What follows belongs to an exercise in optimizing a design on an open flow for small area, a short achievable clock period and few clock cycles; a production flow would make more cautious choices.
Where RTL was checked, it was by simulation tests only, not by an equivalence proof against the original.

== S ==
## log2_latency_histogram_top
module log2_latency_histogram_top #(
    parameter int BUCKETS = l2lh_pkg::BUCKETS_DEF
) (
    input  logic                         i_clk,
    input  logic                         i_rst_n,
    input  logic                         i_cfg_valid,
    output logic                         o_cfg_ready,
    input  logic                         i_cfg_enable,
    input  logic                         i_in_valid,
    output logic                         o_in_ready,
    input  logic                         i_action,
    input  logic [l2lh_pkg::LAT_W-1:0]   i_latency_ms,
    input  logic [l2lh_pkg::PCT_W-1:0]   i_percentile,
    output logic                         o_out_valid,
    input  logic                         i_out_ready,
    output logic [l2lh_pkg::LAT_W-1:0]   o_sample_count,
    output logic [l2lh_pkg::LAT_W-1:0]   o_mean_ms,
    output logic [l2lh_pkg::BOUND_W-1:0] o_percentile_bound_ms,
    output logic [l2lh_pkg::LAT_W-1:0]   o_max_ms
);
    localparam int LAT_W   = l2lh_pkg::LAT_W;
    localparam int PCT_W   = l2lh_pkg::PCT_W;
    localparam int BOUND_W = l2lh_pkg::BOUND_W;
    localparam int NQ_W    = l2lh_pkg::NQ_W;
    localparam int SC_W    = l2lh_pkg::SCALE_W;
    localparam int IDX_W   = 5;                     
    localparam int NCNT    = BUCKETS - 1;           
  ...
Size in the first run: about 8,300 cells after synthesis, about 1,600 flip-flops, roughly 0.084 sq mm of cells after synthesis.
export LEC_CHECK = 0
export CAP_MARGIN = 20
export CORE_MARGIN = 2
export CORE_UTILIZATION = 55
export CTS_BUF_LIST = sky130_fd_sc_hd__clkbuf_8
export CTS_CLUSTER_DIAMETER = 50
export CTS_CLUSTER_SIZE = 16
export SETUP_SLACK_MARGIN = 4.5
export SLEW_MARGIN = 20
create_clock -name core_clock -period 8.0 [get_ports {i_clk}]
standard.sh (not shown) runs the stock make flow with config.mk's settings and CLKGATE_MAP_FILE= SYNTH_SCRIPT=/design/flow/synth_recipe.tcl, a recipe that flattens the netlist after the stock synthesis.
==> flow/flow/run.sh <==
#!/bin/bash
# The standard layout, with plain buffers (not delay cells) on the ports.
set -euo pipefail
bash standard.sh finish BUFFER_PORTS_ARGS="-buffer_cell sky130_fd_sc_hd__buf_2" > standard_flow.log 2>&1
Every stage of the flow completed for S, and the final layout passed the timing, DRC and antenna checks.
Testbench counts of S, summed over its fixed seeds: cycles 9,748.
Input-level comparison between R and S:
--- a/flow/design.v
+++ b/flow/design.v
@@ -118,14 +118,13 @@
     logic                    r_rst_q2, r_rst_q3;    
     logic                    s0_v, s0_q, s0_rec;
     logic [LAT_W-1:0]        s0_lat;
     logic [PCT_W-1:0]        s0_pct;
     logic [LAT_W-1:0]        r_samples;
     logic [LAT_W-1:0]        r_sum_lo;
-    logic [LAT_W-1:0]        r_sum_hi;              
-    logic                    r_sum_c;
+    logic [LAT_W-1:0]        r_sum_hi;
     logic [LAT_W-1:0]        r_peak;
     logic [NQ_W-1:0]         r_nq;                  
     logic [SC_W-1:0]         r_nm;                  
     logic [DL-1:0]           dl_v;
     logic [IDX_W-1:0]        dl_b [DL];
     logic [LAT_W-1:0]        r_cum [NCNT];
@@ -197,20 +196,18 @@
     logic [1:0]        w_c;
     logic [SC_W-1:0]   w_r_next;
     logic [LAT_W-1:0]  w_t_next;
     logic [SC_W+2:0]   w_rn;
     assign w_tb = q_p[PCT_W-1];
     assign w_rn = {2'b0, q_r, 1'b0};
-    localparam logic [SC_W+2:0] K_M100 = (SC_W+3)'((1 << (SC_W + 3)) - 100);
-    localparam logic [SC_W+2:0] K_M200 = (SC_W+3)'((1 << (SC_W + 3)) - 200);
-    logic [SC_W+2:0] w_nm_b;
-    assign w_nm_b = w_tb ? (SC_W+3)'(q_nm) : '0;
-    l2lh_add #(.W(SC_W+3)) u_x0 (.a(w_rn), .b(w_nm_b),
+    l2lh_add #(.W(SC_W+3)) u_x0 (.a(w_rn), .b(w_tb ? (SC_W+3)'(q_nm) : '0),
                                  .ci(1'b0), .s(w_x0), .co());
-    l2lh_add #(.W(SC_W+3)) u_x1 (.a(w_rn), .b(w_nm_b + K_M100), .ci(1'b0), .s(w_x1), .co());
-    l2lh_add #(.W(SC_W+3)) u_x2 (.a(w_rn), .b(w_nm_b + K_M200), .ci(1'b0), .s(w_x2), .co());
+    l2lh_add #(.W(SC_W+3)) u_x1 (.a(w_rn), .b(w_tb ? (SC_W+3)'(q_nm) - (SC_W+3)'(100) : -(SC_W+3)'(100)),
+                                 .ci(1'b0), .s(w_x1), .co());
+    l2lh_add #(.W(SC_W+3)) u_x2 (.a(w_rn), .b(w_tb ? (SC_W+3)'(q_nm) - (SC_W+3)'(200) : -(SC_W+3)'(200)),
+                                 .ci(1'b0), .s(w_x2), .co());
     always_comb begin
         if (!w_x2[SC_W+2]) begin
             w_c      = 2'd2;
             w_r_next = w_x2[SC_W-1:0];
         end else if (!w_x1[SC_W+2]) begin
             w_c      = 2'd1;
@@ -320,21 +317,19 @@
                 r_out_valid <= 1'b1;
             end
         end
         if (!r_rst_q) begin
             r_samples <= '0;
             r_sum_lo  <= '0;
-            r_sum_c   <= 1'b0;
             r_sum_hi  <= '0;
             r_peak    <= '0;
             r_nq      <= '0;
             r_nm      <= '0;
             dl_v      <= '0;
         end else begin
-            r_sum_c <= w_rec && w_lo_c;
-            if (r_sum_c) begin
+            if (w_rec && w_lo_c) begin
                 r_sum_hi <= w_hi_inc;
             end
             if (w_rec) begin
                 r_samples <= w_n_inc;
                 r_sum_lo  <= w_lo_sum;
                 if (w_pk_gt) begin
@@ -370,13 +365,13 @@
             q_r       <= s0_pct[PCT_W-1] ? r_nm : '0;
             q_n3      <= w_n3;
             if (r_samples == '0) begin
                 q_rem    <= '0;
                 r_o_mean <= '0;
             end else begin
-                q_rem    <= r_sum_c ? w_hi_inc : r_sum_hi;
+                q_rem    <= r_sum_hi;
                 r_o_mean <= r_sum_lo;
             end
             q_idx     <= '0;
             q_m       <= IDX_W'(1) << (IDX_W - 1);
             q_lt      <= 1'b0;
             q_c0l     <= '0;
[summary]
Comparing S with R, the flip-flop and latch count came out essentially unchanged. Number of clock-tree buffers in the layout in R is 4.9% below S. Compared to S, R shows a narrower setup margin. Delta (R minus S): cell count moved up; core utilization moved up. Run comparison: S critical path capture point r_cum[16][31]; R critical path capture point r_sum_hi[28]. R against S; amount of wire on met3 after detailed routing is up by more than 10%. Relative to S, wire length has gone up in R.
No functional check of the RTL was part of R.

[afterwards: timing with drivers on the ports]
In the flow no input, the clock included, has a driving cell. The finished layouts below were timed again as built, in two steps. Step 1 assumes that a clkbuf_16 drives the clock port and a buf_2 every other input. Step 2 also shifts input and output timing later by t, the mid clock arrival at the registers, as if the neighbouring blocks saw the same clock. Slacks: ideal / step 1 / step 2; pairs: ideal / step 1.
run | shift t [ns] | setup slack, ns | worst setup path at the end | cell pins on the clock port's net
S | 1.006 | 4.482 / 4.482 / 4.482 | register to register | 1
R | 1.002 | 3.673 / 3.673 / 3.673 | register to register | 1
After both steps setup and hold are still met in every run listed.
